Background: an optimization exercise with open tools, aiming at small area, a short achievable clock period and few clock cycles per item. Do not read the settings as production practice.
Where RTL was checked, it was by simulation tests only, not by an equivalence proof against the original.
Power and IR drop assume default switching activity.

==> build 39 <==
## classifierTop
module classifierTop (
    input  wire                   i_clk100,
    input  wire                   i_rstN,
    input  wire cnnPkg::camBus_t  i_cam,
    input  wire                   i_start,
    input  wire                   i_cfgWr,
    input  wire [4-1:0] i_cfgAddr,
    input  wire [15:0]            i_cfgData,
    output logic                  o_busy,
    output logic                  o_done,
    output cnnPkg::score_t        o_score,
    output logic                  o_led
);
    logic [7:0]  kern [9];
    logic [7:0]  fcW  [4];
    logic [15:0] bias;
    logic        cfgWrQ;
    logic [3:0]  cfgAddrQ;
    logic [15:0] cfgDataQ;
    always_ff @(posedge i_clk100 or negedge i_rstN) begin
        if (!i_rstN) cfgWrQ <= 1'b0;
        else         cfgWrQ <= i_cfgWr;
    end
    always_ff @(posedge i_clk100) begin
        cfgAddrQ <= i_cfgAddr;
        cfgDataQ <= i_cfgData;
    end
    always_ff @(posedge i_clk100 or negedge i_rstN) begin
        if (!i_rstN) begin
            for (int t = 0; t < 9; t++) kern[t] <= '0;
            for (int w = 0; w < 4; w++) fcW[w] <= '0;
            bias <= '0;
        end else if (cfgWrQ) begin
            for (int t = 0; t < 9; t++)
                if (cfgAddrQ == 4'(t)) kern[t] <= cfgDataQ[7:0];
            for (int w = 0; w < 4; w++)
                if (cfgAddrQ == 4'(9 + w)) fcW[w] <= cfgDataQ[7:0];
            if (cfgAddrQ == 4'd13) bias <= cfgDataQ;
        end
    end
    wire [7:0] camData = i_cam[7:0];
    wire       camVs   = i_cam[9];
    wire       camHref = i_cam[8];
    logic       busy;           
    logic       waitVs;         
    logic       inFrame;        
    logic       phase;          
    logic [6:0] sIdx;           
    logic       pA, pB;         
    logic       doneR;
    wire startAcc = !busy && i_start;
    wire byteV    = inFrame && camHref;
    wire pixV     = byteV && !phase && !sIdx[6];
  ...
==> flow/config.mk <==
export PLATFORM = sky130hd
export DESIGN_NAME = classifierTop
export DESIGN_NICKNAME = classifierTop
export VERILOG_FILES = /design/flow/design.v
export SDC_FILE = /design/flow/constraint.sdc
export NUM_CORES = 4
export LEC_CHECK = 0
export CAP_MARGIN = 20
export CORE_MARGIN = 2
export CORE_UTILIZATION = 40
export SLEW_MARGIN = 20
==> flow/constraint.sdc <==
create_clock -name core_clock -period 10.0 [get_ports {i_clk100}]
set_input_delay 2.0000 -clock core_clock [delete_from_list [all_inputs] [get_ports {i_clk100}]]
set_output_delay 2.0000 -clock core_clock [all_outputs]
set_load 0.01 [all_outputs]
standard.sh (not shown) runs the stock make flow with config.mk's settings and CLKGATE_MAP_FILE= SYNTH_SCRIPT=/design/flow/synth_recipe.tcl, a recipe that flattens the netlist after the stock synthesis.
==> flow/flow/run.sh <==
#!/bin/bash
set -euo pipefail
bash standard.sh SETUP_SLACK_MARGIN=6.7 finish > standard.log 2>&1
==> build 34 (differences from build 39) <==
- ABC_AREA: not set -> 1
==> trial 28 (differences from build 39) <==
- CORE_UTILIZATION: 40 -> 60
- PLACE_DENSITY: not set -> 0.75
==> summary.txt <==
Between trial 28 and build 34, the lower sequential power is in build 34 (gap about 40%, measured against build 34).
The lowest cell count belongs to trial 28, the highest to build 34.
Global-route usage, highest first: trial 28, build 34, build 39.
In trial 28 the via count is larger than in build 39, by 1.3%.
Utilization: build 34 < build 39 < trial 28.
Testbench counts of build 39, summed over its fixed seeds: cycles 39,099, tiles 192.
Testbench counts of build 34, summed over its fixed seeds: cycles 39,099, tiles 192.
Testbench counts of trial 28, summed over its fixed seeds: cycles 39,099, tiles 192.

---

==> inputs of pepper <==
classifierTop, a different RTL version from the one above (not shown whole).
## classifierTop
module classifierTop (
    input  wire                   i_clk100,
    input  wire                   i_rstN,
    input  wire cnnPkg::camBus_t  i_cam,
    input  wire                   i_start,
    input  wire                   i_cfgWr,
    input  wire [4-1:0] i_cfgAddr,
    input  wire [15:0]            i_cfgData,
    output logic                  o_busy,
    output logic                  o_done,
    output cnnPkg::score_t        o_score,
    output logic                  o_led
);
export LEC_CHECK = 0
export CAP_MARGIN = 20
export CORE_MARGIN = 2
export CORE_UTILIZATION = 40
export SLEW_MARGIN = 20
create_clock -name core_clock -period 10.0 [get_ports {i_clk100}]
Scripts as last shown in full above: flow/flow/run.sh
==> inputs of indigo, as changes to pepper <==
==> flow/flow/run.sh (replaced) <==
#!/bin/bash
set -euo pipefail
bash standard.sh SETUP_SLACK_MARGIN=6.9 MATCH_CELL_FOOTPRINT=0 finish > standard.log 2>&1
==> impl_metrics.xml <==
<?xml version="1.0" encoding="UTF-8"?>
<metrics>
  <group name="power_and_ir_drop">
    <metric name="power.share.combinational" unit="%">51.8</metric>
    <metric name="vdd.ir_drop.worst" unit="uV">258</metric>
  </group>
  <group name="setup_path">
    <metric name="worstPathCellList" unit="">a22oi_2 -&gt; xor2_2 -&gt; fa_1 -&gt; inv_2 -&gt; ha_4 -&gt; a211oi_2 -&gt; o21a_1 -&gt; o21ai_2 -&gt; a31oi_4 -&gt; o21ai_4 -&gt; nand4_1 -&gt; a41o_4 -&gt; or4_1 -&gt; o211ai_1</metric>
  </group>
  <group name="global_routing">
    <metric name="gr-usage-all-layers" unit="%">19.9</metric>
    <metric name="met3_usage" unit="%">3.22</metric>
  </group>
  <group name="cells_and_area">
    <metric name="nonClockBufferCount" unit="">263</metric>
    <metric name="fillerInstances" unit="">6992</metric>
    <metric name="sequential_standard_cell_area" unit="sq um">15500</metric>
    <metric name="seqAreaFraction" unit="%">39.6</metric>
    <metric name="nClkBuffers" unit="">90</metric>
    <metric name="multi_input_cells" unit="">1542</metric>
    <metric name="share_of_the_final_layout_cell_area_in_multi_input_gates" unit="%">41.3</metric>
  </group>
  <group name="sta">
    <metric name="achievable-frequency" unit="MHz">281</metric>
  </group>
  <group name="cts">
    <metric name="cts_made_buffers" unit="">68</metric>
  </group>
  <group name="outcome">
    <metric name="status" unit="">timing/DRC/antenna clean</metric>
  </group>
  <group name="placed_design">
    <metric name="post-dp-hpwl" unit="microns">58100</metric>
    <metric name="placed_cell_area" unit="sq um">34600</metric>
  </group>
  <group name="worst_hold_path">
    <metric name="worst_case_hold_path_end_point" unit="">tBCol[1]$_DFF_P_</metric>
    <metric name="hold_path.startpoint" unit="">tACol[1]$_DFF_P_</metric>
  </group>
</metrics>
[end of results for indigo]
==> impl_metrics.xml <==
<?xml version="1.0" encoding="UTF-8"?>
<metrics>
  <group name="placed_design">
    <metric name="post-dp-hpwl" unit="microns">57900</metric>
  </group>
  <group name="cells_and_area">
    <metric name="nClkBuffers" unit="">89</metric>
    <metric name="seqAreaFraction" unit="%">40.5</metric>
    <metric name="nonClockBufferCount" unit="">173</metric>
    <metric name="multi_input_cells" unit="">1546</metric>
    <metric name="sequential_standard_cell_area" unit="sq um">15500</metric>
    <metric name="share_of_the_final_layout_cell_area_in_multi_input_gates" unit="%">42.0</metric>
  </group>
  <group name="power_and_ir_drop">
    <metric name="vdd.ir_drop.worst" unit="uV">240</metric>
  </group>
  <group name="outcome">
    <metric name="status" unit="">timing/DRC/antenna clean</metric>
  </group>
  <group name="global_routing">
    <metric name="met3_usage" unit="%">2.73</metric>
    <metric name="gr-usage-all-layers" unit="%">19.2</metric>
  </group>
  <group name="worst_hold_path">
    <metric name="hold_path.startpoint" unit="">tBRow[2]$_DFF_P_</metric>
    <metric name="worst_case_hold_path_end_point" unit="">tCRow[2]$_DFF_P_</metric>
  </group>
  <group name="sta">
    <metric name="achievable-frequency" unit="MHz">278</metric>
  </group>
  <group name="cts">
    <metric name="cts_made_buffers" unit="">69</metric>
  </group>
</metrics>
[end of results for pepper]
Testbench counts of pepper, summed over its fixed seeds: cycles 39,099, tiles 192.
Testbench counts of indigo, summed over its fixed seeds: cycles 39,099, tiles 192.

---

==> exp/lagoon: inputs <==
classifierTop, a different RTL version from the one above (not shown whole).
==> flow/design.v (excerpt) <==
module classifierTop (
    input  wire                   i_clk100,
    input  wire                   i_rstN,
    input  wire cnnPkg::camBus_t  i_cam,
    input  wire                   i_start,
    input  wire                   i_cfgWr,
    input  wire [4-1:0] i_cfgAddr,
    input  wire [15:0]            i_cfgData,
    output logic                  o_busy,
    output logic                  o_done,
    output cnnPkg::score_t        o_score,
    output logic                  o_led
);
make LEC_CHECK=0 CAP_MARGIN=20 CORE_MARGIN=2 CORE_UTILIZATION=40 SETUP_SLACK_MARGIN=5 SLEW_MARGIN=20 finish   # period 10.0 ns
run.sh (not shown) runs the stock make flow with config.mk's settings and CLKGATE_MAP_FILE= SYNTH_SCRIPT=/design/flow/synth_recipe.tcl, a recipe that flattens the netlist after the stock synthesis.
Stock flow here: none of the scripts above is used.
==> inputs of exp/raven, as changes to exp/lagoon <==
==> flow/flow/run.sh (new file) <==
#!/bin/bash
set -euo pipefail
bash standard.sh SETUP_SLACK_MARGIN=6.7 finish > standard.log 2>&1
==> flow/standard.sh (new file) <==
#!/bin/bash
# synth_recipe.tcl (not shown) runs the flow's synth.tcl, then flattens the netlist and writes it again
# the make line also repeats each setting of config.mk as NAME=value (left out here)
make -C /OpenROAD-flow-scripts/flow DESIGN_CONFIG=/design/flow/config.mk WORK_HOME=/design/flow/orfs CLKGATE_MAP_FILE= SYNTH_SCRIPT=/design/flow/synth_recipe.tcl "${@:-finish}"
Settings changed: SETUP_SLACK_MARGIN 5 to not set.
removed: flow/run.sh
==> summary.txt <==
* CP max-delay cell: fa_2
* Status: finished clean
* Crit Path Max Fanout at 6
* Clk. pwr at 0.00239 W
* Area occupied by multi-input gates at 16600 um^2
* Layout filler cell count at 7117
The numbers above come from exp/raven.

==> summary.txt <==
* Area occupied by multi-input gates at 15500 um^2
* Status: finished clean
* Crit Path Max Fanout at 29
* Layout filler cell count at ~7300
* #MultiIn Comb at ~1600
* Clk. pwr at 0.00240 W
The numbers above come from exp/lagoon.

Function was not checked in any run of this note: the RTL went through the layout flow alone.

-- static timing again, ports no longer ideal --
Ports are ideal in the flow. The routed layouts listed here were re-timed in OpenROAD.
Step 1: set_driving_cell puts a clkbuf_16 on i_clk100 and a buf_2 on each other input, an assumption about the parent block.
Step 2 adds t to the input delays and takes it off the output delays; t is the mean of the earliest and latest rising clock arrival at the registers after step 1. Input paths then give back, and output paths get back, about the clock's delay inside the block.
a / b / c = no drivers / after step 1 / after step 2; a / b = the first two.
| run | t (ns) | setup WS [ns] | worst slew at a driven data input, ns | pins driven straight from the clock port |
|---|---|---|---|---|
| build 39 | 0.686 | 6.746 / 6.678 / 6.201 | 0.04 | 1 |
| build 34 | 0.677 | 6.738 / 6.698 / 6.146 | 0.09 | 1 |
| trial 28 | 0.679 | 6.737 / 6.685 / 6.187 | 0.09 | 1 |
| pepper | 0.667 | 6.403 / 6.403 / 6.154 | 0.04 | 1 |
| indigo | 0.678 | 6.443 / 6.443 / 6.286 | 0.04 | 1 |
| exp/lagoon | 0.683 | 5.735 / 5.735 / 5.735 | 0.04 | 1 |
| exp/raven | 0.661 | 6.263 / 6.263 / 6.263 | 0.07 | 1 |
After both steps every run listed still meets setup and hold. The setup slack of build 34, which loses most, moves by -0.040 ns with the drivers and by -0.592 ns with both steps.
